Source: an optimization exercise on an open RTL-to-GDS flow (aim: small area, a short achievable clock period and few clock cycles per item). Production flows keep margins and buffers that such runs may drop.
No run shown here included a check of the RTL's function; only the layout flow was run.
No activity file was given, so power comes from the tool's default toggle rates.

[flow/config.mk]
export PLATFORM = sky130hd
export DESIGN_NAME = fft_bitrev_buf
export DESIGN_NICKNAME = fft_bitrev_buf
export VERILOG_FILES = /design/flow/design.v
export SDC_FILE = /design/flow/constraint.sdc
export NUM_CORES = 4
export LEC_CHECK = 0
export CAP_MARGIN = 20
export CORE_MARGIN = 2
export CORE_UTILIZATION = 55
export CTS_BUF_LIST = sky130_fd_sc_hd__clkbuf_16
export CTS_CLUSTER_DIAMETER = 80
export CTS_CLUSTER_SIZE = 25
export SETUP_SLACK_MARGIN = 4.1
export SLEW_MARGIN = 20
[flow/constraint.sdc]
create_clock -name core_clock -period 6.5 [get_ports {clk}]
set_input_delay 1.3000 -clock core_clock [delete_from_list [all_inputs] [get_ports {clk}]]
set_output_delay 1.3000 -clock core_clock [all_outputs]
set_load 0.01 [all_outputs]
[flow/design.v]
module fft_pingpong_mem
(
  input  logic        clk,
  input  logic        we,
  input  logic [5:0]  wr_addr,
  input  logic [19:0] wr_data,
  input  logic [7:0]  rd_hi,
  input  logic [7:0]  rd_lo,
  output logic [19:0] rd_data
);
  logic [19:0] mem [64];
  logic [19:0] grp [8];
  always_ff @(posedge clk) begin
    if (we)
      mem[wr_addr] <= wr_data;
  end
  always_comb begin
    for (int g = 0; g < 8; g++) begin
      grp[g] = '0;
      for (int l = 0; l < 8; l++)
        grp[g] = grp[g] | (mem[8*g+l] & {20{rd_lo[l]}});
    end
    rd_data = '0;
    for (int g = 0; g < 8; g++)
      rd_data = rd_data | (grp[g] & {20{rd_hi[g]}});
  end
endmodule
module fft_bitrev_buf
(
  input  logic clk,
  input  logic rst,
  input  logic din_vld,
  input  logic din_last,
  input  logic [9:0] din_re,
  input  logic [9:0] din_im,
  input  logic dout_rdy,
  output logic din_rdy,
  output logic dout_vld,
  output logic dout_last,
  output logic [5:0] dout_idx,
  output logic [9:0] dout_re,
  output logic [9:0] dout_im,
  output logic err_frame
);
  function automatic logic [5:0] bitrev(input logic [5:0] v);
    logic [5:0] r;
    for (int i = 0; i < 6; i++)
      r[i] = v[5-i];
    bitrev = r;
  endfunction
  function automatic logic [7:0] onehot3(input logic [2:0] v);
    onehot3 = 8'd1 << v;
  endfunction
  function automatic logic [5:0] rd_slot(input logic p, input logic [5:0] c);
    rd_slot = p ? c : bitrev(c);
  endfunction
  logic [19:0] in_data;     
  logic        in_vld;
  logic [5:0]  wr_cnt;      
  logic        wr_par;      
  logic        free_q;      
  logic        rdy_q;       
  logic        in_free;     
  logic [5:0]  rd_cnt;      
  logic        rd_par;      
  logic [7:0]  rd_hi;       
  logic [7:0]  rd_lo;       
  logic [1:0]  n_full;      
  logic        vld_q;
  logic [19:0] out_data;
  logic [5:0]  out_idx;
  logic        out_last;
  logic        acc;
  logic        acc_wrap;
  logic        we;
  logic        wr_wrap;
  logic        ld;
  logic        ld_wrap;
  logic [19:0] rd_data;
  logic [5:0]  wr_addr;
  logic [5:0]  wr_cnt_n;
  logic        wr_par_n;
  logic [5:0]  rd_cnt_i;    
  logic        rd_par_i;
  logic [5:0]  slot_i;
  logic        free_h;      
  logic        free_l;      
  logic        free_n;
  logic        in_vld_n;
  assign din_rdy  = rdy_q;
  assign dout_vld = vld_q;
  assign in_free  = !in_vld | free_q;
  assign acc      = din_vld & in_free;
  assign acc_wrap = in_vld ? (wr_cnt == 6'd62) : (wr_cnt == 6'd63);
  assign we       = in_vld & free_q;
  assign wr_wrap  = (wr_cnt == 6'd63);
  assign ld       = (!vld_q | dout_rdy) & ((n_full != 2'd0) | (acc & acc_wrap));
  assign ld_wrap  = (rd_cnt == 6'd63);
  assign wr_addr  = wr_par ? bitrev(wr_cnt) : wr_cnt;
  fft_pingpong_mem u_mem (
    .clk     (clk),
    .we      (we),
    .wr_addr (wr_addr),
    .wr_data (in_data),
    .rd_hi   (rd_hi),
    .rd_lo   (rd_lo),
    .rd_data (rd_data)
  );
  always_comb begin
    wr_cnt_n = we ? wr_cnt + 6'd1 : wr_cnt;
    wr_par_n = (we & wr_wrap) ? ~wr_par : wr_par;
    rd_cnt_i = rd_cnt + 6'd1;
    rd_par_i = ld_wrap ? ~rd_par : rd_par;
    slot_i   = rd_slot(rd_par_i, rd_cnt_i);
    free_h   = (wr_par_n == rd_par)   || (wr_cnt_n < rd_cnt);
    free_l   = (wr_par_n == rd_par_i) || (wr_cnt_n < rd_cnt_i);
    free_n   = ld ? free_l : free_h;
    in_vld_n = in_free ? din_vld : in_vld;
  end
  always_ff @(posedge clk) begin
    if (rst) begin
      in_vld    <= 1'b0;
      wr_cnt    <= '0;
      wr_par    <= 1'b0;
      free_q    <= 1'b1;
      rdy_q     <= 1'b1;
      rd_cnt    <= '0;
      rd_par    <= 1'b0;
      rd_hi     <= 8'd1;
      rd_lo     <= 8'd1;
      n_full    <= '0;
      vld_q     <= 1'b0;
      err_frame <= 1'b0;
    end else begin
      in_vld  <= in_vld_n;
      wr_cnt  <= wr_cnt_n;
      wr_par  <= wr_par_n;
      free_q  <= free_n;
      rdy_q   <= !in_vld_n || free_n;
      if (ld) begin
        rd_cnt <= rd_cnt_i;
        rd_par <= rd_par_i;
        rd_hi  <= onehot3(slot_i[5:3]);
        rd_lo  <= onehot3(slot_i[2:0]);
      end
      n_full  <= n_full + 2'((acc & acc_wrap)) - 2'((ld & ld_wrap));
      if (acc && (din_last != acc_wrap))
        err_frame <= 1'b1;
      if (ld)
        vld_q <= 1'b1;
      else if (dout_rdy)
        vld_q <= 1'b0;
    end
  end
  always_ff @(posedge clk) begin
    if (in_free)
      in_data <= {din_re, din_im};
  end
  always_ff @(posedge clk) begin
    if (rst) begin
      out_data <= '0;
      out_idx  <= '0;
      out_last <= 1'b0;
    end else if (ld) begin
      out_data <= rd_data;
      out_idx  <= bitrev(rd_cnt);
      out_last <= ld_wrap;
    end else if (dout_rdy) begin
      out_data <= '0;
      out_idx  <= '0;
      out_last <= 1'b0;
    end
  end
  assign dout_re   = out_data[19:10];
  assign dout_im   = out_data[9:0];
  assign dout_idx  = out_idx;
  assign dout_last = out_last;
endmodule
[flow/run.sh]
#!/bin/bash
# synth_recipe.tcl (not shown) runs the flow's synth.tcl, then flattens the netlist and writes it again
# the make line also repeats each setting of config.mk as NAME=value (left out here)
make -C /OpenROAD-flow-scripts/flow DESIGN_CONFIG=/design/flow/config.mk WORK_HOME=/design/flow/orfs CLKGATE_MAP_FILE= SYNTH_SCRIPT=/design/flow/synth_recipe.tcl finish
==> notes.md, run 1 <==
* F_max at 0.391 GHz
* Largest net degree at the start of global routing at 104
* Net Count, Synth at 2852
* DIE AREA at 0.0929 mm²
* TritonRoute pass-1 iters at 9
* Clock Latency Late Sink at 700 ps
* Layout Skew at 36.3 ps
* Post-synth cell types at 53
* Worst min-delay path class: flop to flop
* Most frequent cells in the layout: 1300 x edfxtp_1, 690 x a22oi_1, 182 x nand4_1
* Final hold vios at 0
* WP data arrival at 1260 ps
* Layout cell share with drive strength beyond 1 at 18.7%
* Asr flop ratio synth at 0%
* Xor/xnor share of the synthesized area at 0.407%
* Final setup fails at 0
* Multiplexer share of the synthesized area at 0.322%
* Clock Tree Root: clkbuf_16
* Synth top area share at 78.5%
* Met1 GRT Util at 45.8%
* Gr ovfl total at 0
* Worst-path clk slew at 100 ps
* Synth Area in Adders at 0.377%
* Worst-Margin Slew at 1100 ps
* Initial Util at 55.4%
* Gpl congestion at 0.907
* WP buf/inv at 1
* MaxCap Viol Count at 0
* Leakage at 17.1 nW
* Clock Path Buffers at 3
* YS warnings at 3
* Seq/Total Area, Yosys at 81.0%
* Delay-heaviest family, CP: flip-flops
* Synth Area in Compound Gates at 11.9%
* CTS tree: built
* Final core utilization at 63.1%
* Die width at 305 µm
* Outcome: finished clean
* Area grow syn2layout at 13.9%
* WL final at 153000 µm
* Maximum vdd ir drop at 203 µV
* Post-synth top area cell: edfxtp_1
* Synthesized instance count at 2812
* Drt drc at 0
* Main flop type after synthesis: edfxtp_1
* Via count at 29600
* First-pass GRT wire length at 207000 µm
* Top cells by area, synth: edfxtp_1 78%, a22oi_1 11%, dfxtp_1 2.6%
* ANT nets after route at 0
* Worst Setup End Kind: primary output
* Most used routing layer: met2
* Core area at 0.0899 mm²
* Syn_area_per_cell at 17.7 µm²
* Clk sink count at 1364
* Met3 global-route usage at 6.59%
* Final setup TNS at 0 ps
* CTS Buf Count at 61
* PD cells at 252 mW/mm²
* Synth Area in Simple Gates at 4.37%
* IO buf count at 54
* Avg WL per Cell at 36.2 µm
* Num rows at 110
* RSZ-0062 raised after global routing: yes
* CP Class: flop to primary output
* Initial DRC count at 4848
* Total GRT Usage at 31.6%
* Final Slew Violations at 0
* H-Tree Depth at 2
* Tcrit/Tclk final at 39.3%
* Post-synthesis cell area at 0.0498 mm²
* Crit path max-delay cell type: dfxtp_4
* CP Cell Sequence: buf_6
* Crit start category: flop
* Worst Path Max Fanout at 2
* Die height at 305 µm
* Critical path required time at 5200 ps
* Post-synth EDFFs at 1300
* Boundary pin count at 55
* Slew HR at 26.8%
* CP peak stage delay at 430 ps
* Hold buffer count at CTS at 0
* Commonest non-fill, non-tap cell in the layout: edfxtp_1
* Final net count at 3034
* Met2 Use GR at 48.6%
* Register bit total from synthesis at 1364
* Largest family of logic cells by synthesized area: compound AO/OA/AOI/OAI gates
* Vias in the first global route at 27100
* Vias per inst at 7.02
* Minimum clock period at 2560 ps
* Initial antenna violation count at 3
* Dpl hpwl at 74800 µm
==> per-layer routing <==
layer / part of all wire, % / vias to the layer above
li1: - / 12100
met1: 39 / 15300
met2: 47 / 1940
met3: 11 / 254
met4: 3.5 / 2
met5: 0.0085 / -
==> logic make-up (layout without fill, tap and decap cells) <==
group,after synthesis,count (layout)
xor+xnor,21,21
flops,1364,1364
buf+inv,199,403
mux,12,12
other cells,0,2
fa+ha+maj,15,15
simple gates,405,422
compound gates,796,799
==> registers in the layout, summed over array words and instances, names as in the netlist, 2 cells and up <==
register	flops
in_data	20
n_full	2
out_data	20
out_idx	6
rd_cnt	6
rd_hi	8
rd_lo	8
u_mem.mem	1280
wr_cnt	6
==> layout make-up <==
type	instances	area [µm²]
Sequential cell	1364	40500
Fill cell	6248	33200
Multi-Input combinational cell	1269	9660
Timing Repair Buffer	286	3260
Clock buffer	63	1580
Tap cell	1176	1470
Clock inverter	42	186
Inverter	12	55.1
Antenna cell	2	5.00
==> cell usage after synthesis (4+ instances only) <==
cell type	instances
edfxtp_1	1300
a22oi_1	720
nand4_1	182
clkbuf_1	144
nor2_1	92
dfxtp_1	64
nand2_1	60
nand3_1	41
a21oi_1	31
buf_2	29
xnor2_1	19
ha_1	15
inv_1	12
a22o_1	10
buf_1	8
nor2b_1	8
o21ai_0	8
a31oi_1	5
a32o_1	5
buf_4	5
nand2b_1	5
mux2i_1	4
o21a_1	4
==> path summary, 6_finish.rpt <==
check                                  start           end  slack (ps)  depth (start not counted)
worst max-delay path            out_data[15]    dout_re[5]        3940                          1
worst min-delay path              out_idx[0]    out_idx[0]         480                          2
worst max register to register      rd_lo[5]  out_data[19]        4030                          7
worst min register to register    out_idx[0]    out_idx[0]         480                          2
==> what timing repair did <==
item,4_1_cts,5_1_grt
setup endpoints to repair,1341,557
resized for setup,334,57
pin swaps,44,24
setup buffers,76,49
gates cloned,25,5
==> power by group <==
part / internal [mW] / switching [mW]
registers: 9.61 / 0.00988
logic: 0.0467 / 0.213
clock network: 1.77 / 2.61
total: 11.4 / 2.83
==> stage by stage <==
stage	total power [mW]	worst slack (ps)	hold slack [ps]	area, µm²	std cells
4_1_cts	14.3	3930	486	55900	4158
5_1_grt	14.6	3930	508	56700	4212
6_report	14.3	3940	484	56700	4214
2_1_floorplan	9.93	3730	476	49900	2812
3_3_place_gp	10.1	2630	462	52100	3950
3_5_place_dp	10.1	2610	469	52200	3952
==> run 2, diff against run 1 <==
--- a/flow/config.mk
+++ b/flow/config.mk
@@ -11,5 +11,5 @@
 export CTS_BUF_LIST = sky130_fd_sc_hd__clkbuf_16
 export CTS_CLUSTER_DIAMETER = 80
 export CTS_CLUSTER_SIZE = 25
-export SETUP_SLACK_MARGIN = 4.1
+export SETUP_SLACK_MARGIN = 4.2
 export SLEW_MARGIN = 20
==> run 2 against run 1 <==
Compared with the run above: combinational power increased by 5%; critical path depth unchanged; utilization rose by 0.33 points; synthesized cell count stayed put; sequential share of layout area shrank 0.38 points; setup slack better by 39 ps; hold slack lost 4.7 ps; non-clock buffer count grew 10; clock power hardly changed; critical endpoint is now dout_re[2].
==> notes.md, run 2 <==
* First-pass GRT wire length at 213000 µm (+2.9%)
* Final net count at 3048 (+0.46%)
* Num rows at 110 (unchanged)
* IO buf count at 54 (unchanged)
* Register share of total power at 67.4% (about the same)
* RSZ-0062 raised after global routing: yes
* CP Class: flop to primary output
* Initial Util at 55.4% (unchanged)
* Boundary pin count at 55 (unchanged)
* Asr flop ratio synth at 0% (unchanged)
* Worst-Margin Slew at 924 ps (-173 ps)
* Minimum clock period at 2520 ps (-39.4 ps)
* Avg WL per Cell at 37.3 µm (+3.1%)
* Combinational Power Share at 1.9% (about the same)
* Area grow syn2layout at 14.5%
* Final WS setup at 3980 ps (+39.4 ps)
* Crit start category: flop
* TritonRoute pass-1 iters at 6 (-3)
* Worst min-delay path class: flop to flop
* Hold Crit Start: out_idx[3]
* CTS tree: built
* Synth top area share at 78.5% (unchanged)
* Worst-path clk slew at 100 ps (about the same)
* Worst Path Max Fanout at 2 (unchanged)
* Biggest register: u_mem.mem
* Clock share of power at 30.7% (about the same)
* Non-Filler Instances at 4235 (+0.50%)
* Outcome: finished clean
* CP Cell Sequence: buf_6
* Largest registers: u_mem.mem x1280, in_data x20, out_data x20
* Synth top cells by count: 1300 x edfxtp_1, 720 x a22oi_1, 182 x nand4_1, 144 x clkbuf_1, 92 x nor2_1
* Die height at 305 µm (unchanged)
* Pre-CTS worst setup slack at 2550 ps (-57.6 ps)
* Clk sink count at 1364 (unchanged)
* Int Pwr at 11.4 mW (about the same)
* ANT nets after route at 0 (unchanged)
* Tcrit/Tclk final at 38.7% (-0.61 points)
* Leakage at 17.2 nW (+0.43%)
* Synthesized instance count at 2812 (unchanged)
* Commonest non-fill, non-tap cell in the layout: edfxtp_1
* H-Tree Depth at 2 (unchanged)
* Critical path required time at 5200 ps (about the same)
* Most frequent cells in the layout: 1300 x edfxtp_1, 680 x a22oi_1, 182 x nand4_1
* MaxCap Viol Count at 0 (unchanged)
* Final core utilization at 63.4% (+0.33 points)
* Seq/Total Area, Yosys at 81.0% (unchanged)
* R2R depth at 12 (+5)
* Vias per inst at 7.09 (+0.94%)
* Switching share of power at 20.0% (+0.12 points)
* Net Count, Synth at 2852 (unchanged)
* CTS Buf Count at 61 (unchanged)
* Core area at 0.0899 mm² (unchanged)
* Top cells by area, synth: edfxtp_1 78%, a22oi_1 11%, dfxtp_1 2.6%
* YS warnings at 3 (unchanged)
* Initial DRC count at 5043 (+4.0%)
* Layout cell share with drive strength beyond 1 at 18.9% (+0.19 points)
* Crit path max-delay cell type: dfxtp_4
* Final Slew Violations at 0 (unchanged)
* Gpl congestion at 0.909 (+0.18%)
* Final setup fails at 0 (unchanged)
* Via count at 30000 (+1.4%)
* Placed instance count at 3948 (-0.10%)
* Syn_area_per_cell at 17.7 µm² (unchanged)
* Reg2reg start: wr_cnt[1]
* WP data arrival at 1220 ps (-40 ps)
* Clock Tree Root: clkbuf_16
* F_max at 0.397 GHz (+1.6%)
* WL final at 158000 µm (+3.7%)
* Initial antenna violation count at 8 (+5)
* Final hold vios at 0 (unchanged)
* Main flop type after synthesis: edfxtp_1
* Hold path cells at 2 (unchanged)
* Post-synth EDFFs at 1300 (unchanged)
* Post-synth cell types at 53 (unchanged)
* WP buf/inv at 1 (unchanged)
* End of the worst hold path: out_idx[3]
* DIE AREA at 0.0929 mm² (unchanged)
* Worst Setup End Kind: primary output
* CP peak stage delay at 420 ps (about the same)
* Delay-heaviest family, CP: flip-flops
* Max FFs per register at 1280 (unchanged)
* Register bit total from synthesis at 1364 (unchanged)
* Clock Latency Late Sink at 680 ps (-20 ps)
* PD cells at 251 mW/mm² (-0.40%)
* Total GRT Usage at 32.7% (+1.1 points)
* Fin Hold WS at 480 ps (-4.69 ps)
* Gr ovfl total at 0 (unchanged)
* Die width at 305 µm (unchanged)
* Post-synthesis cell area at 0.0498 mm² (unchanged)
* Clock Path Buffers at 3 (unchanged)
* Post-synth top area cell: edfxtp_1
* Count leader, synth: edfxtp_1
* Layout Skew at 24.7 ps (-11.5 ps)
* Maximum vdd ir drop at 219 µV (+7.9%)
* Slew HR at 38.4% (+12 points)
* Switching pwr at 2.85 mW (+0.72%)
* Drt drc at 0 (unchanged)
* FF-to-FF End: rdy_q
* Reg2reg setup slack at 4060 ps (+30 ps)
* Dpl hpwl at 75400 µm (+0.84%)
* Largest net degree at the start of global routing at 109 (+4.8%)
* Final setup TNS at 0 ps (unchanged)
* Vias in the first global route at 27400 (+0.84%)
==> run 2: repair_timing <==
item / in CTS / in global routing
cloned: 27 / 10
pin swaps: 38 / 32
hold buffers: 0 / 0
setup buffers: 96 / 40
endpoints found under the setup margin: 1319 / 798
resized for setup: 329 / 78
==> run 2: through the flow <==
| stage | instance area, µm² | total power [mW] |
|---|---|---|
| 4_1_cts | 56100 | 14.3 |
| 6_report | 57000 | 14.3 |
| 5_1_grt | 57000 | 14.6 |
| 2_1_floorplan | 50000 | 9.94 |
| 3_5_place_dp | 52200 | 10.1 |
| 3_3_place_gp | 52200 | 10.1 |
==> run 2: power groups by stage <==
stage	clock (mW)	sequential, mW	combinational, mW
floorplan	0	9.89	0.0439
global placement	0	9.83	0.237
detailed placement	0	9.83	0.249
CTS	4.39	9.62	0.261
global route	4.69	9.62	0.285
finish	4.38	9.62	0.274
==> run 2: logic make-up after synthesis <==
logic type | Yosys count | synth area share [%]
flip-flops | 1364 | 81.0
AO/OA/AOI/OAI | 796 | 11.9
AND/OR/NAND/NOR | 405 | 4.37
buffers and inverters | 199 | 1.63
XOR/XNOR | 21 | 0.407
adder cells (fa/ha/maj) | 15 | 0.377
multiplexers | 12 | 0.322
==> run 2: worst max-delay path by stage <==
stage | startpoint | end | slack (ps) | cells past startpoint
finish | out_data[12] | dout_re[2] | 3980 | 1
CTS | wr_cnt[0] | n_full[1] | 3920 | 12
floorplan | wr_par | u_mem.mem[10][0] | 3730 | 5
global route | out_data[12] | dout_re[2] | 3960 | 1
detailed placement | dout_rdy | n_full[1] | 2550 | 10
global placement | dout_rdy | n_full[1] | 2580 | 10
==> run 2: cell type report <==
cell class	count	area, µm²
multi-input combinational	1273	9710
fill	6248	32900
tap	1176	1470
antenna	1	2.50
inverter	12	52.6
clock inverter	52	241
timing repair buffer	296	3510
clock buffer	61	1530
sequential	1364	40400
==> run 2: routing by layer <==
metal / up-vias / global-route usage [%] / wire [µm]
li1: 12100 / - / -
met3: 263 / 5.82 / 19400
met5: - / 0 / 18
met2: 2171 / 51.1 / 72800
met4: 2 / 9.64 / 6030
met1: 15500 / 47.8 / 59800
==> run 3, diff against run 2 <==
--- a/flow/config.mk
+++ b/flow/config.mk
@@ -11,5 +11,5 @@
 export CTS_BUF_LIST = sky130_fd_sc_hd__clkbuf_16
 export CTS_CLUSTER_DIAMETER = 80
 export CTS_CLUSTER_SIZE = 25
-export SETUP_SLACK_MARGIN = 4.2
+export SETUP_SLACK_MARGIN = 4.0
 export SLEW_MARGIN = 20
==> run 3 against run 2 <==
Compared with the run above: hold slack got worse by 5.7 ps; combinational power fell by 7%; cell area fell by 2.9%; total power fell by 0.51%; clock power fell by 1%; setup slack got worse by 28 ps; synthesized cell count did not move; first-iteration DRC count fell by 11%; register-to-register slack got worse by 100 ps; cell count fell by 2.7%; critical endpoint is now out_data[3]; largest cell class unchanged.
==> notes.md, run 3 <==
* Outcome: finished clean
* RSZ-0062 raised after global routing: yes
* DIE AREA at 0.0929 mm² (unchanged)
* Delay-heaviest family, CP: compound AO/OA/AOI/OAI gates
* YS warnings at 3 (unchanged)
* Placed instance count at 3953 (+0.13%)
* Clk sink count at 1364 (unchanged)
* Worst min-delay path class: flop to flop
* Die height at 305 µm (unchanged)
* Filler Cells Inserted at 6404 (+2.5%)
* Num rows at 110 (unchanged)
* WP buf/inv at 1 (unchanged)
* Main flop type after synthesis: edfxtp_1
* Worst Path Max Fanout at 44 (+42)
* Final Power at 14.2 mW (-0.51%)
* Most frequent cells in the layout: 1300 x edfxtp_1, 693 x a22oi_1, 182 x nand4_1
* Crit path max-delay cell type: dfxtp_4
* Post-synth cell types at 53 (unchanged)
* Synth top cells by count: 1300 x edfxtp_1, 720 x a22oi_1, 182 x nand4_1, 144 x clkbuf_1, 92 x nor2_1
* Avg WL per Cell at 36.3 µm (-2.7%)
* Initial Util at 55.4% (unchanged)
* Via count at 29100 (-3.0%)
* Post-synthesis cell area at 0.0498 mm² (unchanged)
* PD cells at 257 mW/mm² (+2.5%)
* Initial DRC count at 4494 (-11%)
* Post-synth top area cell: edfxtp_1
* Clock Latency Late Sink at 690 ps (about the same)
* Synthesized instance count at 2812 (unchanged)
* Commonest non-fill, non-tap cell in the layout: edfxtp_1
* Post-Place Cell Area at 0.0521 mm² (-0.13%)
* Layout cell share with drive strength beyond 1 at 15.5% (-3.4 points)
* Dpl hpwl at 72500 µm (-3.9%)
* Worst-Margin Slew at 941 ps (+16.9 ps)
* Final WS setup at 3960 ps (-28.0 ps)
* Initial antenna violation count at 2 (-6)
* Synth top area share at 78.5% (unchanged)
* Gr ovfl total at 0 (unchanged)
* Final Slew Violations at 0 (unchanged)
* F_max at 0.393 GHz (-1.1%)
* Seq/Total Area, Yosys at 81.0% (unchanged)
* Final setup TNS at 0 ps (unchanged)
* CTS tree: built
* Fin area at 0.0553 mm² (-2.9%)
* Worst Setup End Kind: flop
* Crit-path most repeated cell: nand4_1
* MaxCap Viol Count at 0 (unchanged)
* H-Tree Depth at 2 (unchanged)
* TritonRoute pass-1 iters at 5 (-1)
* Area grow syn2layout at 11.1%
* CTS Buf Count at 61 (unchanged)
* Minimum clock period at 2540 ps (+28.0 ps)
* Register bit total from synthesis at 1364 (unchanged)
* Asr flop ratio synth at 0% (unchanged)
* Max FFs per register at 1280 (unchanged)
* Fin Hold WS at 474 ps (-5.66 ps)
* Syn_area_per_cell at 17.7 µm² (unchanged)
* Layout Skew at 21.0 ps (-3.72 ps)
* Slew HR at 37.1% (-1.4 points)
* Clock Tree Root: clkbuf_16
* Tcrit/Tclk final at 39.1% (+0.43 points)
* Top cells by area, synth: edfxtp_1 78%, a22oi_1 11%, dfxtp_1 2.6%
* Boundary pin count at 55 (unchanged)
* ANT nets after route at 0 (unchanged)
* Vias per inst at 7.06 (-0.33%)
* IO buf count at 54 (unchanged)
* Die width at 305 µm (unchanged)
* First-pass GRT wire length at 202000 µm (-5.1%)
* Vias in the first global route at 26800 (-1.9%)
* Pre-CTS worst setup slack at 2630 ps (+82.7 ps)
* CP Class: flop to flop
* Largest registers: u_mem.mem x1280, in_data x20, out_data x20
* Hold buffer count at CTS at 0 (unchanged)
* Total GRT Usage at 30.8% (-1.9 points)
* Final hold vios at 0 (unchanged)
* Drt drc at 0 (unchanged)
* WP data arrival at 3090 ps (+1870 ps)
* Leakage at 16.5 nW (-3.9%)
* CP peak stage delay at 530 ps (+110 ps)
* Crit start category: flop
* Biggest register: u_mem.mem
* Net Count, Synth at 2852 (unchanged)
* Worst-path clk slew at 100 ps (about the same)
* Maximum vdd ir drop at 218 µV (-0.41%)
* Clock Path Buffers at 3 (unchanged)
* Post-synth EDFFs at 1300 (unchanged)
* WL final at 150000 µm (-5.3%)
* Final setup fails at 0 (unchanged)
* Gpl congestion at 0.892 (-1.8%)
* Count leader, synth: edfxtp_1
* Largest net degree at the start of global routing at 93 (-15%)
* Final net count at 2945 (-3.4%)
* Core area at 0.0899 mm² (unchanged)
* Critical path required time at 7050 ps (+1850 ps)
* Non-Filler Instances at 4122 (-2.7%)
* Final core utilization at 61.5% (-1.9 points)
* CP Cell Sequence: buf_6, a22oi_1, nand4_1, a22oi_2, nand4_1, nand2_1, a21oi_1
run 3: cell counts after synthesis:
Identical to the previous run, type by type.
run 3: where the power goes:
part           switching (mW)  internal (mW)  leakage [nW]
Sequential            0.00614           9.61          12.3
Combinational           0.214         0.0417          3.28
Clock                    2.59           1.74         0.973
Total                    2.81           11.4          16.5
run 3: area by class of cell:
class                   instances  area (µm²)  area share [%]
repair buffers                206        2230            4.03
clock inverters                41         173           0.312
clock buffers                  62        1550            2.81
flip-flops and latches       1364       40500            73.2
diodes                          1        2.50         0.00453
multi-input cells            1260        9350            16.9
inverters                      12        52.6          0.0951
well taps                    1176        1470            2.66
run 3: path summary, 6_finish.rpt:
| check | start | to | slack [ps] | cells after the start |
|---|---|---|---|---|
| setup reg to reg | rd_lo[7] | out_data[3] | 3960 | 7 |
| setup / recovery | rd_lo[7] | out_data[3] | 3960 | 7 |
| hold reg to reg | out_idx[3] | out_idx[3] | 470 | 2 |
| hold / removal | out_idx[3] | out_idx[3] | 470 | 2 |
run 3: logic make-up after synthesis:
kind of cell               after synthesis  synth area share [%]
muxes                                   12                 0.322
AOI/OAI and AO/OA                      796                  11.9
DFF                                   1364                  81.0
buffers and inverters                  199                  1.63
adders and majority gates               15                 0.377
and+or+nand+nor                        405                  4.37
xor gates and xnor gates                21                 0.407
run 3: what timing repair did:
item                                    4_1_cts  5_1_grt
buffers inserted                             28       18
pin swaps                                    17       19
cloned                                       11        8
endpoints found under the setup margin     1167      824
resized for setup                           234       70
run 3: worst register-to-register path: stages (launching register included):
cell	delay, ps
dfxtp_4	530
buf_6	320
a22oi_1	300
nand4_1	260
a22oi_2	520
nand4_1	280
nand2_1	140
a21oi_1	70
run 3: metal layers:
layer / track usage (%) / part of all wire [%] / wire, µm
met5: 0 / 0 / 0
met4: 10.2 / 3.7 / 5540
met3: 5.51 / 11 / 16900
met2: 46.5 / 45 / 67800
met1: 45.9 / 40 / 59600
==> run 4, diff against run 3 <==
--- a/flow/design.v
+++ b/flow/design.v
@@ -10,9 +10,16 @@
 );
   logic [19:0] mem [64];
   logic [19:0] grp [8];
-  always_ff @(posedge clk) begin
-    if (we)
-      mem[wr_addr] <= wr_data;
+  for (genvar k = 0; k < 64; k++) begin : g_row
+    logic sel;
+    assign sel = we & (wr_addr == 6'(k));
+    fft_mem_row u_row (
+      .clk  (clk),
+      .load (sel),
+      .hold (!sel),
+      .d    (wr_data),
+      .q    (mem[k])
+    );
   end
   always_comb begin
     for (int g = 0; g < 8; g++) begin
@@ -24,6 +31,17 @@
     for (int g = 0; g < 8; g++)
       rd_data = rd_data | (grp[g] & {20{rd_hi[g]}});
   end
+endmodule
+module fft_mem_row
+(
+  input  logic        clk,
+  input  logic        load,
+  input  logic        hold,
+  input  logic [19:0] d,
+  output logic [19:0] q
+);
+  always_ff @(posedge clk)
+    q <= (d & {20{load}}) | (q & {20{hold}});
 endmodule
 module fft_bitrev_buf
 (
--- a/flow/config.mk
+++ b/flow/config.mk
@@ -11,5 +11,6 @@
 export CTS_BUF_LIST = sky130_fd_sc_hd__clkbuf_16
 export CTS_CLUSTER_DIAMETER = 80
 export CTS_CLUSTER_SIZE = 25
-export SETUP_SLACK_MARGIN = 4.0
+export SETUP_SLACK_MARGIN = 4.1
 export SLEW_MARGIN = 20
+export SYNTH_HIERARCHICAL = 1
==> run 4 against run 3 <==
Compared with the run above: still clean on timing, DRC and antenna; critical path depth is 6 lower; sequential power is 11% lower; sequential cell count stayed put; sequential share of layout area down 24 points; synthesized area rose by 1.9%; clock skew grew 1.6 ps; combinational power rose by 110%; fmax decreased by 1.2%; die area grew 1.8%; largest cell class unchanged.
==> notes.md, run 4 <==
* Outcome: finished clean
* Final setup fails at 0 (unchanged)
* Drt drc at 0 (unchanged)
* Commonest non-fill, non-tap cell in the layout: dfxtp_1
* Final net count at 4547 (+54%)
* Gr ovfl total at 0 (unchanged)
* PD cells at 240 mW/mm² (-6.5%)
* Pre-CTS worst setup slack at 2600 ps (-27.3 ps)
* Dpl hpwl at 101000 µm (+40%)
* Seq/Total Area, Yosys at 54.3% (-27 points)
* Post-synth cell types at 55 (+3.8%)
* TritonRoute pass-1 iters at 6 (+1)
* Largest registers: u_mem.g_row.u_row.q x1280, in_data x20, out_data x20
* Layout cell share with drive strength beyond 1 at 17.6% (+2.1 points)
* H-Tree Depth at 2 (unchanged)
* Num rows at 111 (+0.91%)
* Layout Skew at 22.7 ps (+1.65 ps)
* Vias per inst at 7.57 (+7.2%)
* Register bit total from synthesis at 1364 (unchanged)
* Final Slew Violations at 0 (unchanged)
* Switching share of power at 23.3% (+3.6 points)
* Hold buffer count at CTS at 0 (unchanged)
* Synth top cells by count: 1344 x dfxtp_1, 1280 x a22o_1, 710 x a22oi_1, 204 x buf_2, 184 x nand4_1
* First-pass GRT wire length at 284000 µm (+40%)
* Critical path required time at 5200 ps (-1850 ps)
* CTS Buf Count at 61 (unchanged)
* Register share of total power at 62.7% (-5.0 points)
* Leakage at 21.0 nW (+27%)
* FF-to-FF End: free_q
* CP Depth at 1 (-6)
* Minimum clock period at 2580 ps (+32.2 ps)
* Max FFs per register at 1280 (unchanged)
* Clock Latency Late Sink at 730 ps (+40 ps)
* ANT nets after route at 0 (unchanged)
* Die height at 308 µm (+0.91%)
* Worst min-delay path class: flop to flop
* R2R depth at 10 (+3)
* Final setup TNS at 0 ps (unchanged)
* Synthesized instance count at 4397 (+56%)
* Worst-path clk slew at 100 ps (about the same)
* Final WS setup at 3920 ps (-32.2 ps)
* Count leader, synth: dfxtp_1
* CP Class: flop to primary output
* Most frequent cells in the layout: 1296 x dfxtp_1, 1280 x a22o_1, 670 x a22oi_1
* MaxCap Viol Count at 0 (unchanged)
* Initial antenna violation count at 6 (+4)
* Asr flop ratio synth at 0% (unchanged)
* Clock Path Buffers at 3 (unchanged)
* Syn_area_per_cell at 11.5 µm² (-35%)
* Net Count, Synth at 4436 (+56%)
* Final hold vios at 0 (unchanged)
* Setup crit end: dout_im[0]
* Combinational Power Share at 4.0% (+2.2 points)
* Avg WL per Cell at 35.5 µm (-2.3%)
* DIE AREA at 0.0946 mm² (+1.8%)
* CTS tree: built
* Worst Setup End Kind: primary output
* Post-synth top area cell: dfxtp_1
* Maximum vdd ir drop at 235 µV (+7.6%)
* Slew HR at 16.3% (-21 points)
* Post-synthesis cell area at 0.0507 mm² (+1.9%)
* Post-synth EDFFs at 20 (-98%)
* Fin Hold WS at 478 ps (+4.15 ps)
* Top cells by area, synth: dfxtp_1 53%, a22o_1 22%, a22oi_1 11%
* Largest net degree at the start of global routing at 70 (-25%)
* Initial Util at 55.4% (about the same)
* WP data arrival at 1280 ps (-1810 ps)
* Total GRT Usage at 40.5% (+9.7 points)
* Main flop type after synthesis: dfxtp_1
* Gpl congestion at 0.923 (+3.4%)
* Via count at 43200 (+48%)
* Crit path max-delay cell type: dfxtp_4
* Vias in the first global route at 40600 (+51%)
* Boundary pin count at 55 (unchanged)
* Reg2reg setup slack at 3930 ps (-30 ps)
* Crit start category: flop
* Worst Path Max Fanout at 2 (-95%)
* F_max at 0.388 GHz (-1.2%)
* Area grow syn2layout at 11.7%
* Core area at 0.0915 mm² (+1.8%)
* Synth top area share at 53.1% (-25 points)
* Tcrit/Tclk final at 39.6% (+0.50 points)
* CP startpoint: out_data[0]
* Switching pwr at 3.17 mW (+13%)
* Worst-Margin Slew at 1250 ps (+314 ps)
* YS warnings at 12 (+9)
* Clk sink count at 1364 (unchanged)
* RSZ-0062 raised after global routing: yes
* Clock Tree Root: clkbuf_16
* Int Pwr at 10.4 mW (-8.5%)
* Delay-heaviest family, CP: flip-flops
* WP buf/inv at 1 (unchanged)
* Reg2reg start: free_q
* CP Cell Sequence: buf_6
* Biggest register: u_mem.g_row.u_row.q
* Initial DRC count at 7274 (+62%)
* Final Power at 13.6 mW (-4.2%)
* IO buf count at 54 (unchanged)
* WL final at 203000 µm (+35%)
* Clock share of power at 33.3% (+2.8 points)
* CP peak stage delay at 430 ps (-100 ps)
* Die width at 308 µm (+0.91%)
[run 4: modules after synthesis, one instance, submodules excluded]
module | flops+latches | times used | cell area, µm²
fft_pingpong_mem | 0 | 1 | 8080
fft_mem_row | 20 | 64 | 608
fft_bitrev_buf | 84 | 1 | 3680
[run 4: layout make-up]
class	instances	area, µm²
Antenna cell	1	2.50
Clock buffer	64	1600
Clock inverter	13	97.6
Fill cell	7337	34900
Inverter	79	541
Multi-Input combinational cell	2513	20600
Sequential cell	1364	27600
Tap cell	1186	1480
Timing Repair Buffer	420	4190
Timing Repair inverter	69	518
[run 4: cells by family (layout without fill, tap and decap cells)]
| kind of cell | count (synthesis) | count (layout) | share of synthesized area, % |
|---|---|---|---|
| other | 0 | 1 | 0 |
| buffers and inverters | 523 | 645 | 6.65 |
| XOR/XNOR | 20 | 20 | 0.388 |
| multiplexers | 15 | 15 | 0.323 |
| AO/OA/AOI/OAI | 2071 | 2071 | 33.9 |
| adder cells (fa/ha/maj) | 15 | 15 | 0.365 |
| flip-flops | 1364 | 1364 | 54.3 |
| AND/OR/NAND/NOR | 389 | 392 | 4.14 |
[run 4: layer usage]
metal | up-vias | global-route usage, % | wire length (µm)
met3 | 542 | 10.5 | 25800
met2 | 3241 | 58.9 | 85700
met4 | 12 | 20.3 | 11100
met1 | 21800 | 55.5 | 79900
li1 | 17700 | - | -
met5 | - | 0 | 100
[run 4: worst min-delay path by stage]
stage	start	endpoint	slack (ps)	cells past startpoint
floorplan	u_mem.g_row[0].u_row.q[18]	u_mem.g_row[0].u_row.q[18]	440	1
global placement	u_mem.g_row[59].u_row.q[14]	u_mem.g_row[59].u_row.q[14]	450	1
detailed placement	u_mem.g_row[19].u_row.q[14]	u_mem.g_row[19].u_row.q[14]	450	1
CTS	out_idx[4]	out_idx[4]	480	2
global route	u_mem.g_row[60].u_row.q[16]	u_mem.g_row[60].u_row.q[16]	490	1
finish	out_idx[4]	out_idx[4]	480	2
[run 4: power by group through the flow]
stage               Combinational [mW]  Clock (mW)  Sequential (mW)
global route                     0.551        4.84             8.54
detailed placement               0.481           0             8.72
finish                           0.545        4.52             8.53
floorplan                        0.163           0             8.79
CTS                              0.504        4.53             8.53
global placement                 0.469           0             8.72
[run 4: what timing repair did]
item,in CTS,in global routing
gates cloned,75,5
resized for setup,488,111
pin swaps,16,34
buffers inserted,204,58
endpoints found under the setup margin,1360,1220
[run 4: worst reg2reg max path: stages (launching register included)]
cell	delay, ps
dfxtp_2	550
nand2_4	140
inv_4	110
nand4_1	150
xnor2_2	310
ha_1	310
a21oi_1	180
nor2_1	90
a211oi_1	320
a211oi_2	140
a32oi_1	180
[run 4: per-stage QoR]
stage               cell area, µm²  utilization [%]  std cells
global route                 56600             61.9       5708
global placement             50500             55.1       5289
finish                       56600             61.9       5709
floorplan                    50700                -       4397
detailed placement           50500             55.1       5289
CTS                          55600             60.7       5645
==> run 5, diff against run 4 <==
--- a/flow/design.v
+++ b/flow/design.v
@@ -1,38 +1,4 @@
 module fft_pingpong_mem
-(
-  input  logic        clk,
-  input  logic        we,
-  input  logic [5:0]  wr_addr,
-  input  logic [19:0] wr_data,
-  input  logic [7:0]  rd_hi,
-  input  logic [7:0]  rd_lo,
-  output logic [19:0] rd_data
-);
-  logic [19:0] mem [64];
-  logic [19:0] grp [8];
-  for (genvar k = 0; k < 64; k++) begin : g_row
-    logic sel;
-    assign sel = we & (wr_addr == 6'(k));
-    fft_mem_row u_row (
-      .clk  (clk),
-      .load (sel),
-      .hold (!sel),
-      .d    (wr_data),
-      .q    (mem[k])
-    );
-  end
-  always_comb begin
-    for (int g = 0; g < 8; g++) begin
-      grp[g] = '0;
-      for (int l = 0; l < 8; l++)
-        grp[g] = grp[g] | (mem[8*g+l] & {20{rd_lo[l]}});
-    end
-    rd_data = '0;
-    for (int g = 0; g < 8; g++)
-      rd_data = rd_data | (grp[g] & {20{rd_hi[g]}});
-  end
-endmodule
-module fft_mem_row
 (
   input  logic        clk,
   input  logic        load,
@@ -95,6 +61,8 @@
   logic        ld;
   logic        ld_wrap;
   logic [19:0] rd_data;
+  logic [19:0] mem [64];
+  logic [19:0] grp [8];
   logic [5:0]  wr_addr;
   logic [5:0]  wr_cnt_n;
   logic        wr_par_n;
@@ -115,15 +83,27 @@
   assign ld       = (!vld_q | dout_rdy) & ((n_full != 2'd0) | (acc & acc_wrap));
   assign ld_wrap  = (rd_cnt == 6'd63);
   assign wr_addr  = wr_par ? bitrev(wr_cnt) : wr_cnt;
-  fft_pingpong_mem u_mem (
-    .clk     (clk),
-    .we      (we),
-    .wr_addr (wr_addr),
-    .wr_data (in_data),
-    .rd_hi   (rd_hi),
-    .rd_lo   (rd_lo),
-    .rd_data (rd_data)
-  );
+  for (genvar k = 0; k < 64; k++) begin : g_mem
+    logic sel;
+    assign sel = we & (wr_addr == 6'(k));
+    fft_pingpong_mem u_ent (
+      .clk  (clk),
+      .load (sel),
+      .hold (!sel),
+      .d    (in_data),
+      .q    (mem[k])
+    );
+  end
+  always_comb begin
+    for (int g = 0; g < 8; g++) begin
+      grp[g] = '0;
+      for (int l = 0; l < 8; l++)
+        grp[g] = grp[g] | (mem[8*g+l] & {20{rd_lo[l]}});
+    end
+    rd_data = '0;
+    for (int g = 0; g < 8; g++)
+      rd_data = rd_data | (grp[g] & {20{rd_hi[g]}});
+  end
   always_comb begin
     wr_cnt_n = we ? wr_cnt + 6'd1 : wr_cnt;
     wr_par_n = (we & wr_wrap) ? ~wr_par : wr_par;
==> run 5 against run 4 <==
Compared with the run above: total power decreased by 0.73%; fmax increased by 1.8%; utilization shrank 0.62 points; die area grew 0.18%; via count decreased by 3.1%; sequential power hardly changed; largest power group unchanged; largest cell class unchanged; critical path type is now flop to flop; routed wire length is 2.3% lower; synthesized area increased by 0.18%; still clean on timing, DRC and antenna; cell area down 1.0%.
==> notes.md, run 5 <==
* Maximum vdd ir drop at 236 µV (+0.53%)
* Initial DRC count at 6078 (-16%)
* Post-synth EDFFs at 20 (unchanged)
* Largest registers: g_mem.u_ent.q x1280, in_data x20, out_data x20
* DIE AREA at 0.0948 mm² (+0.18%)
* Final WS setup at 3970 ps (+45.8 ps)
* Vias in the first global route at 38400 (-5.3%)
* Final setup TNS at 0 ps (unchanged)
* Die height at 308 µm (about the same)
* Hold buffer count at CTS at 0 (unchanged)
* Outcome: finished clean
* Core area at 0.0915 mm² (unchanged)
* Final hold vios at 0 (unchanged)
* Commonest non-fill, non-tap cell in the layout: dfxtp_1
* Die width at 308 µm (about the same)
* Initial antenna violation count at 5 (-1)
* Seq/Total Area, Yosys at 54.2% (-0.096 points)
* Total GRT Usage at 39.2% (-1.3 points)
* IO buf count at 54 (unchanged)
* Leakage at 20.8 nW (-0.91%)
* Filler Cells Inserted at 7333 (-0.055%)
* Worst min-delay path class: flop to flop
* Via count at 41900 (-3.1%)
* Clock Latency Late Sink at 720 ps (about the same)
* Vias per inst at 7.46 (-1.4%)
* Slew HR at 26.6% (+10 points)
* First-pass GRT wire length at 276000 µm (-2.9%)
* Layout Skew at 43.2 ps (+20.6 ps)
* H-Tree Depth at 2 (unchanged)
* Avg WL per Cell at 35.3 µm (-0.64%)
* Final net count at 4450 (-2.1%)
* RSZ-0062 raised after global routing: yes
* Drt drc at 0 (unchanged)
* Pre-CTS worst setup slack at 2720 ps (+114 ps)
* Post-synth top area cell: dfxtp_1
* Final Power at 13.5 mW (-0.73%)
* Syn_area_per_cell at 11.4 µm² (-0.84%)
* Worst Setup End Kind: flop
* Net Count, Synth at 4482 (+1.0%)
* Dpl hpwl at 101000 µm (-0.11%)
* Biggest register: g_mem.u_ent.q
* F_max at 0.395 GHz (+1.8%)
* Clk sink count at 1364 (unchanged)
* Gr ovfl total at 0 (unchanged)
* Synth top cells by count: 1344 x dfxtp_1, 1280 x a22o_1, 720 x a22oi_1, 162 x clkbuf_1, 162 x nand4_1
* Worst-Margin Slew at 1100 ps (-154 ps)
* Gpl congestion at 0.926 (+0.39%)
* Area grow syn2layout at 10.4%
* Final Slew Violations at 0 (unchanged)
* Clock Tree Root: clkbuf_16
* Most frequent cells in the layout: 1295 x dfxtp_1, 1280 x a22o_1, 669 x a22oi_1
* YS warnings at 11 (-1)
* Synth top area share at 53.0% (-0.094 points)
* Largest net degree at the start of global routing at 107 (+53%)
* ANT nets after route at 0 (unchanged)
* TritonRoute pass-1 iters at 8 (+2)
* Final setup fails at 0 (unchanged)
* Worst-path clk slew at 100 ps (about the same)
* CTS tree: built
* PD cells at 241 mW/mm² (+0.28%)
* Reg2reg setup slack at 3970 ps (+40 ps)
* Synthesized instance count at 4442 (+1.0%)
* Asr flop ratio synth at 0% (unchanged)
* Non-Filler Instances at 5611 (-1.7%)
* Critical path required time at 7030 ps (+1830 ps)
* Layout cell share with drive strength beyond 1 at 16.1% (-1.5 points)
* Num rows at 111 (unchanged)
* Max FFs per register at 1280 (unchanged)
* Initial Util at 55.5% (+0.098 points)
* Boundary pin count at 55 (unchanged)
* Top cells by area, synth: dfxtp_1 53%, a22o_1 22%, a22oi_1 11%
* MaxCap Viol Count at 0 (unchanged)
* WP data arrival at 3060 ps (+1780 ps)
* Clock Path Buffers at 3 (unchanged)
* Post-synth cell types at 58 (+5.5%)
* Count leader, synth: dfxtp_1
* Post-synthesis cell area at 0.0508 mm² (+0.18%)
* CTS Buf Count at 61 (unchanged)
* Placed instance count at 5339 (+0.95%)
* WL final at 198000 µm (-2.3%)
* Register bit total from synthesis at 1364 (unchanged)
* Crit start category: flop
* Main flop type after synthesis: dfxtp_1
* Minimum clock period at 2530 ps (-45.8 ps)
* Worst Path Max Fanout at 20 (+18)
* Tcrit/Tclk final at 38.9% (-0.71 points)
* CP Class: flop to flop
* Final core utilization at 61.3% (-0.62 points)
[run 5: cell types whose count changed in the layout (fill, tap and decap cells not counted), sizes merged, moves of 10 or more]
cell      change
nand4        -21
and4         +17
nor2         +45
nand3b       +10
a211oi       +14
clkinvlp     -81
buf          -92
[run 5: timing repair]
item / in CTS / in global routing
gates resized for setup: 461 / 106
setup endpoints to repair: 1359 / 1108
pin swaps: 24 / 35
endpoints found under the hold margin: 0 / 0
cloned: 33 / 9
setup buffers: 105 / 47
[run 5: cell families (layout without fill, tap and decap cells)]
family / count (synthesis) / in the layout / share of synthesized area [%]
AO/OA/AOI/OAI: 2108 / 2108 / 34.3
XOR/XNOR: 22 / 22 / 0.380
adder cells (fa/ha/maj): 15 / 15 / 0.370
buffers and inverters: 498 / 472 / 6.02
flip-flops: 1364 / 1364 / 54.2
multiplexers: 8 / 8 / 0.165
other: 0 / 2 / 0
AND/OR/NAND/NOR: 427 / 434 / 4.54
[run 5: per-layer routing]
layer	share of wire, %	wire length (µm)	GRT usage, %
met5	0	0	0
met3	12	24200	8.32
met4	4.6	9170	16.7
met1	41	81300	57.0
met2	42	83300	55.9
[run 5: final cells by class]
| cell class | count | area, µm² | share of cell area [%] |
|---|---|---|---|
| well taps | 1186 | 1480 | 2.65 |
| clock buffers | 62 | 1550 | 2.77 |
| flip-flops and latches | 1364 | 27600 | 49.2 |
| repair buffers | 329 | 3440 | 6.14 |
| multi-input cells | 2587 | 21400 | 38.1 |
| repair inverters | 26 | 196 | 0.350 |
| clock inverters | 14 | 110 | 0.196 |
| inverters | 41 | 292 | 0.520 |
| diodes | 2 | 5.00 | 0.00893 |
[run 5: where the power goes]
part,switching (mW),internal [mW]
clock network,2.71,1.76
logic,0.355,0.152
registers,0.0577,8.47
[run 5: final timing paths]
kind,startpoint,to,cells past startpoint
worst max-delay path,rd_lo[0],out_data[9],7
worst min-delay path,g_mem[57].u_ent.q[9],g_mem[57].u_ent.q[9],1
worst max register to register,rd_lo[0],out_data[9],7
worst min register to register,g_mem[57].u_ent.q[9],g_mem[57].u_ent.q[9],1
[run 5: stage by stage]
stage / cell area (µm²) / hold slack (ps)
2_1_floorplan: 50800 / 440
3_3_place_gp: 51000 / 452
3_5_place_dp: 51000 / 453
4_1_cts: 55000 / 480
5_1_grt: 56100 / 488
6_report: 56100 / 478
[run 5: modules after synthesis, one instance, submodules excluded]
module            times used  flip-flops and latches  area [µm²]
fft_bitrev_buf             1                      84       11900
fft_pingpong_mem          64                      20         608
[run 5: critical path, stage by stage (launching register included)]
cell,delay (ps)
dfxtp_4,410
buf_6,220
buf_4,260
a22oi_1,310
nand4_1,150
a22oi_2,550
and4_4,360
a211oi_1,90
==> run 6, diff against run 5 <==
--- a/flow/config.mk
+++ b/flow/config.mk
@@ -11,6 +11,6 @@
 export CTS_BUF_LIST = sky130_fd_sc_hd__clkbuf_16
 export CTS_CLUSTER_DIAMETER = 80
 export CTS_CLUSTER_SIZE = 25
-export SETUP_SLACK_MARGIN = 4.1
+export SETUP_SLACK_MARGIN = 4.0
 export SLEW_MARGIN = 20
 export SYNTH_HIERARCHICAL = 1
==> run 6 against run 5 <==
Compared with the run above: still clean on timing, DRC and antenna; non-clock buffer count is 68 lower; setup slack worse by 92 ps; cell count is 1.0% lower; first-iteration DRC count up 2.7%; synthesized cell count is the same; utilization decreased by 1.3 points; critical path depth is 1 lower; sequential share of layout area increased by 1.1 points; clock skew fell by 10 ps; largest cell class unchanged.
==> notes.md, run 6 <==
* Initial Util at 55.5% (unchanged)
* Fin area at 0.0549 mm² (-2.1%)
* Count leader, synth: dfxtp_1
* Area grow syn2layout at 8.09%
* Asr flop ratio synth at 0% (unchanged)
* Post-synthesis cell area at 0.0508 mm² (unchanged)
* Vias per inst at 7.51 (+0.62%)
* Net Count, Synth at 4482 (unchanged)
* Final setup fails at 0 (unchanged)
* Gpl congestion at 0.901 (-2.8%)
* Combinational Power Share at 3.5% (-0.3 points)
* Clock Tree Root: clkbuf_16
* Switching pwr at 3.12 mW (about the same)
* Avg WL per Cell at 35.2 µm (-0.26%)
* Final net count at 4387 (-1.4%)
* Initial antenna violation count at 12 (+7)
* Most frequent cells in the layout: 1295 x dfxtp_1, 1280 x a22o_1, 697 x a22oi_1
* Boundary pin count at 55 (unchanged)
* Worst-path clk slew at 100 ps (about the same)
* Final Slew Violations at 0 (unchanged)
* Minimum clock period at 2620 ps (+91.9 ps)
* Clock Path Buffers at 3 (unchanged)
* ANT nets after route at 0 (unchanged)
* TritonRoute pass-1 iters at 6 (-2)
* Worst min-delay path class: flop to flop
* CTS Buf Count at 61 (unchanged)
* Die width at 308 µm (unchanged)
* Worst-Margin Slew at 1110 ps (+12.7 ps)
* First-pass GRT wire length at 277000 µm (+0.17%)
* CTS tree: built
* Filler Cells Inserted at 7568 (+3.2%)
* Worst Setup End Kind: flop
* Critical path required time at 7100 ps (+70 ps)
* Post-Place Cell Area at 0.0509 mm² (-0.23%)
* Synth top area share at 53.0% (unchanged)
* Biggest register: g_mem.u_ent.q
* Core area at 0.0915 mm² (unchanged)
* Max FFs per register at 1280 (unchanged)
* CP Class: flop to flop
* Dpl hpwl at 101000 µm (-0.54%)
* Largest net degree at the start of global routing at 89 (-17%)
* Hold buffer count at CTS at 0 (unchanged)
* Final setup TNS at 0 ps (unchanged)
* Crit start category: flop
* WL final at 195000 µm (-1.3%)
* Outcome: finished clean
* Tcrit/Tclk final at 40.3% (+1.4 points)
* Slew HR at 25.8% (-0.84 points)
* Top cells by area, synth: dfxtp_1 53%, a22o_1 22%, a22oi_1 11%
* Hold path cells at 1 (unchanged)
* Switching share of power at 23.1% (about the same)
* Layout cell share with drive strength beyond 1 at 13.7% (-2.5 points)
* Worst Path Max Fanout at 88 (+340%)
* F_max at 0.381 GHz (-3.5%)
* MaxCap Viol Count at 0 (unchanged)
* Vias in the first global route at 38100 (-0.96%)
* Via count at 41700 (-0.39%)
* WP data arrival at 3220 ps (+160 ps)
* Largest registers: g_mem.u_ent.q x1280, in_data x20, out_data x20
* IO buf count at 54 (unchanged)
* Int Pwr at 10.4 mW (about the same)
* Clk sink count at 1364 (unchanged)
* Synth top cells by count: 1344 x dfxtp_1, 1280 x a22o_1, 720 x a22oi_1, 162 x clkbuf_1, 162 x nand4_1
* Commonest non-fill, non-tap cell in the layout: dfxtp_1
* Main flop type after synthesis: dfxtp_1
* Layout Skew at 33.0 ps (-10.2 ps)
* Total GRT Usage at 39.5% (+0.29 points)
* Maximum vdd ir drop at 262 µV (+11%)
* H-Tree Depth at 2 (unchanged)
* Die height at 308 µm (unchanged)
* DIE AREA at 0.0948 mm² (unchanged)
* R2R depth at 6 (-1)
* Leakage at 20.0 nW (-4.0%)
* Final hold vios at 0 (unchanged)
* Register bit total from synthesis at 1364 (unchanged)
* Placed instance count at 5329 (-0.19%)
* Register share of total power at 63.1% (about the same)
* Seq/Total Area, Yosys at 54.2% (unchanged)
* Syn_area_per_cell at 11.4 µm² (unchanged)
* Gr ovfl total at 0 (unchanged)
* Clock Latency Late Sink at 740 ps (+20 ps)
* Num rows at 111 (unchanged)
* Initial DRC count at 6242 (+2.7%)
* RSZ-0062 raised after global routing: yes
* YS warnings at 11 (unchanged)
* Post-synth EDFFs at 20 (unchanged)
* PD cells at 246 mW/mm² (+2.1%)
* Post-synth cell types at 58 (unchanged)
* Post-synth top area cell: dfxtp_1
* Clock share of power at 33.4% (+0.3 points)
* Drt drc at 0 (unchanged)
* Synthesized instance count at 4442 (unchanged)
* Non-Filler Instances at 5555 (-1.0%)
## run 6: cell count changes in the layout (fill, tap and decap cells not counted), sizes merged
cell      previous run  this run
inv                 21        24
diode                2         6
clkbuf              71        67
bufbuf               1         0
clkinvlp            52        54
clkinv               6         5
nor2                74        76
buf                298       236
and2                 7         8
## run 6: metrics by stage
step	util (%)	setup WS (ps)	hold WS [ps]	power [mW]
after floorplan	-	3760	440	8.94
after global placement	55.6	2770	452	9.14
after detailed placement	55.6	2750	453	9.14
after CTS	59.3	3730	481	13.5
after global routing	59.9	3900	487	13.8
final	60.0	3880	478	13.5
## run 6: timing repair
action,in CTS,in global routing
setup buffers,69,32
gates resized for setup,386,62
gates cloned,36,4
pin swaps,18,8
endpoints found under the setup margin,1359,610
## run 6: layout make-up
cell class              instances  area (µm²)  share of cell area [%]
repair buffers                261        2610                    4.75
diodes                          6        15.0                  0.0274
clock buffers                  63        1580                    2.87
repair inverters               28         206                   0.376
flip-flops and latches       1364       27600                    50.4
clock inverters                16         109                   0.198
well taps                    1186        1480                    2.70
multi-input cells            2590       20900                    38.2
inverters                      41         289                   0.527
## run 6: power groups by stage
stage | Combinational (mW) | Sequential (mW) | Clock [mW]
3_3_place_gp | 0.427 | 8.71 | 0
6_report | 0.474 | 8.51 | 4.51
2_1_floorplan | 0.161 | 8.78 | 0
4_1_cts | 0.445 | 8.51 | 4.53
5_1_grt | 0.483 | 8.53 | 4.81
3_5_place_dp | 0.431 | 8.71 | 0
## run 6: per-layer routing
metal / vias up / global-route usage (%) / wire length, µm
met2: 2908 / 56.2 / 82100
met1: 21000 / 57.4 / 82100
met4: 6 / 16.1 / 8140
li1: 17500 / - / -
met5: - / 0 / 45
met3: 384 / 8.93 / 23000
## run 6: worst paths after layout
kind | startpoint | to | slack (ps)
max | rd_lo[3] | out_data[10] | 3880
min | g_mem[20].u_ent.q[0] | g_mem[20].u_ent.q[0] | 480
max reg2reg | rd_lo[3] | out_data[10] | 3880
min reg2reg | g_mem[20].u_ent.q[0] | g_mem[20].u_ent.q[0] | 480
## run 6: Yosys stat by module, one instance, submodules excluded
module / flops+latches / copies in the design / area (µm²) / cells
fft_pingpong_mem: 20 / 64 / 608 / 44
fft_bitrev_buf: 84 / 1 / 11900 / 1626
## run 6: worst max-delay path: stages (launching register included)
cell and delay [ps]:
dfxtp_4 460, buf_12 250, a22oi_1 300, nand4_1 260
a22oi_2 540, and4_1 380, a211oi_2 90
## run 6: cell families (layout without fill, tap and decap cells)
group | Yosys count | count (layout) | synth area share (%)
DFF | 1364 | 1364 | 54.2
and+or+nand+nor | 427 | 437 | 4.54
other | 0 | 6 | 0
muxes | 8 | 8 | 0.165
adders and majority gates | 15 | 15 | 0.370
xor gates and xnor gates | 22 | 22 | 0.380
buffers and inverters | 498 | 409 | 6.02
AOI/OAI and AO/OA | 2108 | 2108 | 34.3
==> run 7, diff against run 6 <==
--- a/flow/design.v
+++ b/flow/design.v
@@ -63,7 +63,9 @@
   logic [19:0] rd_data;
   logic [19:0] mem [64];
   logic [19:0] grp [8];
-  logic [5:0]  wr_addr;
+  logic [7:0]  wr_hi;       
+  logic [7:0]  wr_lo;       
+  logic [5:0]  slot_w;
   logic [5:0]  wr_cnt_n;
   logic        wr_par_n;
   logic [5:0]  rd_cnt_i;    
@@ -82,10 +84,9 @@
   assign wr_wrap  = (wr_cnt == 6'd63);
   assign ld       = (!vld_q | dout_rdy) & ((n_full != 2'd0) | (acc & acc_wrap));
   assign ld_wrap  = (rd_cnt == 6'd63);
-  assign wr_addr  = wr_par ? bitrev(wr_cnt) : wr_cnt;
   for (genvar k = 0; k < 64; k++) begin : g_mem
     logic sel;
-    assign sel = we & (wr_addr == 6'(k));
+    assign sel = free_q & wr_hi[k/8] & wr_lo[k%8];
     fft_pingpong_mem u_ent (
       .clk  (clk),
       .load (sel),
@@ -107,6 +108,7 @@
   always_comb begin
     wr_cnt_n = we ? wr_cnt + 6'd1 : wr_cnt;
     wr_par_n = (we & wr_wrap) ? ~wr_par : wr_par;
+    slot_w   = wr_par_n ? bitrev(wr_cnt_n) : wr_cnt_n;
     rd_cnt_i = rd_cnt + 6'd1;
     rd_par_i = ld_wrap ? ~rd_par : rd_par;
     slot_i   = rd_slot(rd_par_i, rd_cnt_i);
@@ -120,6 +122,8 @@
       in_vld    <= 1'b0;
       wr_cnt    <= '0;
       wr_par    <= 1'b0;
+      wr_hi     <= 8'd1;
+      wr_lo     <= 8'd1;
       free_q    <= 1'b1;
       rdy_q     <= 1'b1;
       rd_cnt    <= '0;
@@ -133,6 +137,8 @@
       in_vld  <= in_vld_n;
       wr_cnt  <= wr_cnt_n;
       wr_par  <= wr_par_n;
+      wr_hi   <= onehot3(slot_w[5:3]);
+      wr_lo   <= onehot3(slot_w[2:0]);
       free_q  <= free_n;
       rdy_q   <= !in_vld_n || free_n;
       if (ld) begin
==> run 7 against run 6 <==
Compared with the run above: critical endpoint is now dout_im[8]; register-to-register slack better by 40 ps; routed wire length down 3.0%; first-iteration DRC count down 9.7%; cell count down 0.90%; clock skew up 5.0 ps; cell area down 1.7%; hold slack better by 1.4 ps; via count down 2.6%; combinational power up 38%.
==> notes.md, run 7 <==
* Worst Path Max Fanout at 2 (-98%)
* Register bit total from synthesis at 1380 (+1.2%)
* Filler Cells Inserted at 7644 (+1.0%)
* Delay-heaviest family, CP: flip-flops
* Crit path max-delay cell type: dfxtp_4
* Hold buffer count at CTS at 0 (unchanged)
* Final setup TNS at 0 ps (unchanged)
* PD cells at 261 mW/mm² (+6.0%)
* WP data arrival at 1300 ps (-1920 ps)
* Gr ovfl total at 0 (unchanged)
* First-pass GRT wire length at 269000 µm (-2.8%)
* Final net count at 4288 (-2.3%)
* Total GRT Usage at 38.0% (-1.4 points)
* Vias in the first global route at 37500 (-1.5%)
* Count leader, synth: dfxtp_1
* Boundary pin count at 55 (unchanged)
* Leakage at 20.3 nW (+1.4%)
* Avg WL per Cell at 34.4 µm (-2.1%)
* Clk sink count at 1380 (+1.2%)
* Core area at 0.0919 mm² (+0.46%)
* End of the worst hold path: g_mem[21].u_ent.q[7]
* Commonest non-fill, non-tap cell in the layout: dfxtp_1
* Pre-CTS worst setup slack at 2580 ps (-173 ps)
* CP Class: flop to primary output
* RSZ-0062 raised after global routing: yes
* Most frequent cells in the layout: 1313 x dfxtp_1, 1280 x a22o_1, 700 x a22oi_1
* Clock Tree Root: clkbuf_16
* Final Slew Violations at 0 (unchanged)
* Net Count, Synth at 4480 (-0.045%)
* WP buf/inv at 1 (unchanged)
* R2R depth at 6 (unchanged)
* Largest net degree at the start of global routing at 84 (-5.6%)
* Seq/Total Area, Yosys at 54.4% (+0.22 points)
* Max FFs per register at 1280 (unchanged)
* Post-synth top area cell: dfxtp_1
* DIE AREA at 0.0955 mm² (+0.75%)
* Critical path required time at 5200 ps (-1900 ps)
* Worst-path clk slew at 110 ps (about the same)
* Post-synth cell types at 64 (+10%)
* Synth top cells by count: 1360 x dfxtp_1, 1280 x a22o_1, 720 x a22oi_1, 224 x buf_2, 163 x nand4_1
* Reg2reg setup slack at 3920 ps (+40 ps)
* Clock Path Buffers at 3 (unchanged)
* Asr flop ratio synth at 0% (unchanged)
* CP Cell Sequence: buf_6
* Synth top area share at 53.2% (+0.23 points)
* Hold path cells at 1 (unchanged)
* Slew HR at 20.9% (-4.9 points)
* Largest registers: g_mem.u_ent.q x1280, in_data x20, out_data x20
* H-Tree Depth at 2 (unchanged)
* Die height at 309 µm (+0.37%)
* CP peak stage delay at 440 ps (-100 ps)
* ANT nets after route at 0 (unchanged)
* Vias per inst at 7.38 (-1.7%)
* FF-to-FF End: out_data[16]
* Minimum clock period at 2600 ps (-18.9 ps)
* Layout cell share with drive strength beyond 1 at 8.71% (-4.9 points)
* YS warnings at 11 (unchanged)
* Maximum vdd ir drop at 289 µV (+10%)
* CTS tree: built
* Clock Latency Late Sink at 740 ps (about the same)
* Biggest register: g_mem.u_ent.q
* Worst-Margin Slew at 1190 ps (+72.1 ps)
* Die width at 309 µm (+0.37%)
* MaxCap Viol Count at 0 (unchanged)
* Reg2reg start: rd_lo[0]
* Dpl hpwl at 96700 µm (-3.9%)
* Gpl congestion at 0.902 (+0.14%)
* Initial DRC count at 5635 (-9.7%)
* Layout Skew at 38.0 ps (+4.97 ps)
* Final hold vios at 0 (unchanged)
* Crit start category: flop
* Post-synth EDFFs at 20 (unchanged)
* Final Power at 14.1 mW (+4.2%)
* CTS Buf Count at 61 (unchanged)
* Initial Util at 55.6% (+0.17 points)
* Initial antenna violation count at 3 (-9)
* Post-synthesis cell area at 0.0512 mm² (+0.75%)
* Tcrit/Tclk final at 40.1% (-0.29 points)
* TritonRoute pass-1 iters at 5 (-1)
* Num rows at 111 (unchanged)
* Via count at 40600 (-2.6%)
* Final WS setup at 3900 ps (+18.9 ps)
* Syn_area_per_cell at 11.5 µm² (+0.80%)
* Drt drc at 0 (unchanged)
* Area grow syn2layout at 5.48%
* Outcome: finished clean
* Synthesized instance count at 4440 (-0.045%)
* WL final at 190000 µm (-3.0%)
* Main flop type after synthesis: dfxtp_1
* F_max at 0.384 GHz (+0.72%)
* Hold Crit Start: g_mem[21].u_ent.q[7]
* IO buf count at 54 (unchanged)
* Top cells by area, synth: dfxtp_1 53%, a22o_1 22%, a22oi_1 11%
* Final setup fails at 0 (unchanged)
* Worst min-delay path class: flop to flop
* Worst Setup End Kind: primary output
[run 7: routing by layer]
layer | routed length [µm] | part of all wire, % | GRT usage [%] | vias up
met5 | 13 | 0.0069 | 0 | -
met3 | 20800 | 11 | 7.26 | 400
li1 | - | - | - | 17200
met1 | 79800 | 42 | 54.9 | 20500
met4 | 8300 | 4.4 | 15.2 | 2
met2 | 80600 | 43 | 56.0 | 2499
[run 7: worst max path at each step]
| stage | from | endpoint | slack (ps) | cells past startpoint |
|---|---|---|---|---|
| 2_1_floorplan | dout_rdy | n_full[0] | 3700 | 11 |
| 5_1_grt | wr_cnt[1] | free_q | 3800 | 10 |
| 6_report | out_data[8] | dout_im[8] | 3900 | 1 |
| 4_1_cts | out_data[8] | dout_im[8] | 3740 | 1 |
| 3_5_place_dp | dout_rdy | n_full[0] | 2580 | 11 |
| 3_3_place_gp | dout_rdy | n_full[0] | 2610 | 11 |
[run 7: worst reg2reg max path, cell delays in order (launching register included)]
cell and delay, ps:
dfxtp_4 490, buf_16 280, a22oi_1 460, nand4_1 280
a22oi_1 490, and4_1 360, a211oi_1 100
[run 7: layout make-up]
cell class,instances,area [µm²],share of cell area [%]
flip-flops and latches,1380,28000,51.8
multi-input cells,2521,20200,37.4
repair buffers,200,2180,4.04
clock buffers,65,1630,3.01
well taps,1243,1560,2.88
inverters,81,375,0.696
clock inverters,9,43.8,0.0812
repair inverters,3,17.5,0.0325
diodes,3,7.51,0.0139
[run 7: timing repair]
item                                    in CTS  in global routing
gates resized for setup                    246                 41
pin swaps                                    2                  5
cloned                                       5                  5
setup buffers                               16                 10
endpoints found under the setup margin     911                274
[run 7: cell families (layout without fill, tap and decap cells)]
kind of cell / count (synthesis) / in the layout / synth area share (%)
other: 0 / 3 / 0
buffers and inverters: 539 / 358 / 6.45
and+or+nand+nor: 355 / 355 / 4.00
adders and majority gates: 15 / 15 / 0.367
muxes: 13 / 13 / 0.316
xor gates and xnor gates: 16 / 16 / 0.338
DFF: 1380 / 1380 / 54.4
AOI/OAI and AO/OA: 2122 / 2122 / 34.1
[run 7: where the power goes]
part	internal, mW	leakage, nW	switching (mW)	total [mW]
clock network	1.79	0.847	2.73	4.52
logic	0.261	8.16	0.395	0.656
registers	8.74	11.3	0.162	8.90
total	10.8	20.3	3.28	14.1
[run 7: stage by stage]
| step | hold WS, ps | area [µm²] | instances | util [%] |
|---|---|---|---|---|
| after floorplan | 440 | 51200 | 4440 | - |
| after global placement | 452 | 51200 | 5392 | 55.7 |
| after detailed placement | 453 | 51200 | 5392 | 55.7 |
| after CTS | 482 | 53600 | 5487 | 58.3 |
| after global routing | 490 | 53900 | 5502 | 58.7 |
| final | 479 | 54000 | 5505 | 58.7 |
[run 7: Yosys stat by module, one instance, submodules excluded]
module / flip-flops and latches / cells
fft_pingpong_mem: 20 / 44
fft_bitrev_buf: 100 / 1624

-- static timing again, ports no longer ideal --
The flow's constraints put no driver on any port. The routed layouts listed below were extracted and timed again, unchanged, in two steps.
Step 1 sets driving cells, clkbuf_16 on the clock port and buf_2 on the other inputs (assumed; they add their load-dependent delay and slew).
Step 2, shift: input delay + t, output delay - t, t = (earliest + latest rising clock arrival at the registers) / 2. This alone moves slack from input paths to output paths.
Three values: ideal, step 1, step 2; two values: the first two.
run | shift t [ns] | slack for setup (ns) | latest minus earliest clock arrival (ns) | slew at the worst register clock pin (ns)
run 1 | 0.756 | 3.944 / 3.874 / 3.504 | 0.037 / 0.036 | 0.11 / 0.11
run 2 | 0.734 | 3.984 / 3.918 / 3.446 | 0.025 / 0.025 | 0.11 / 0.11
run 3 | 0.750 | 3.956 / 3.897 / 3.555 | 0.023 / 0.023 | 0.10 / 0.10
run 4 | 0.790 | 3.923 / 3.854 / 3.445 | 0.023 / 0.023 | 0.11 / 0.11
run 5 | 0.768 | 3.969 / 3.936 / 3.385 | 0.045 / 0.045 | 0.11 / 0.11
run 6 | 0.792 | 3.877 / 3.877 / 3.481 | 0.035 / 0.035 | 0.11 / 0.11
run 7 | 0.790 | 3.896 / 3.825 / 3.598 | 0.040 / 0.039 | 0.11 / 0.11
After both steps setup and hold are still met in every run listed. For run 5, which loses most, drivers alone change the setup slack by -0.033 ns; drivers and shift together by -0.584 ns.
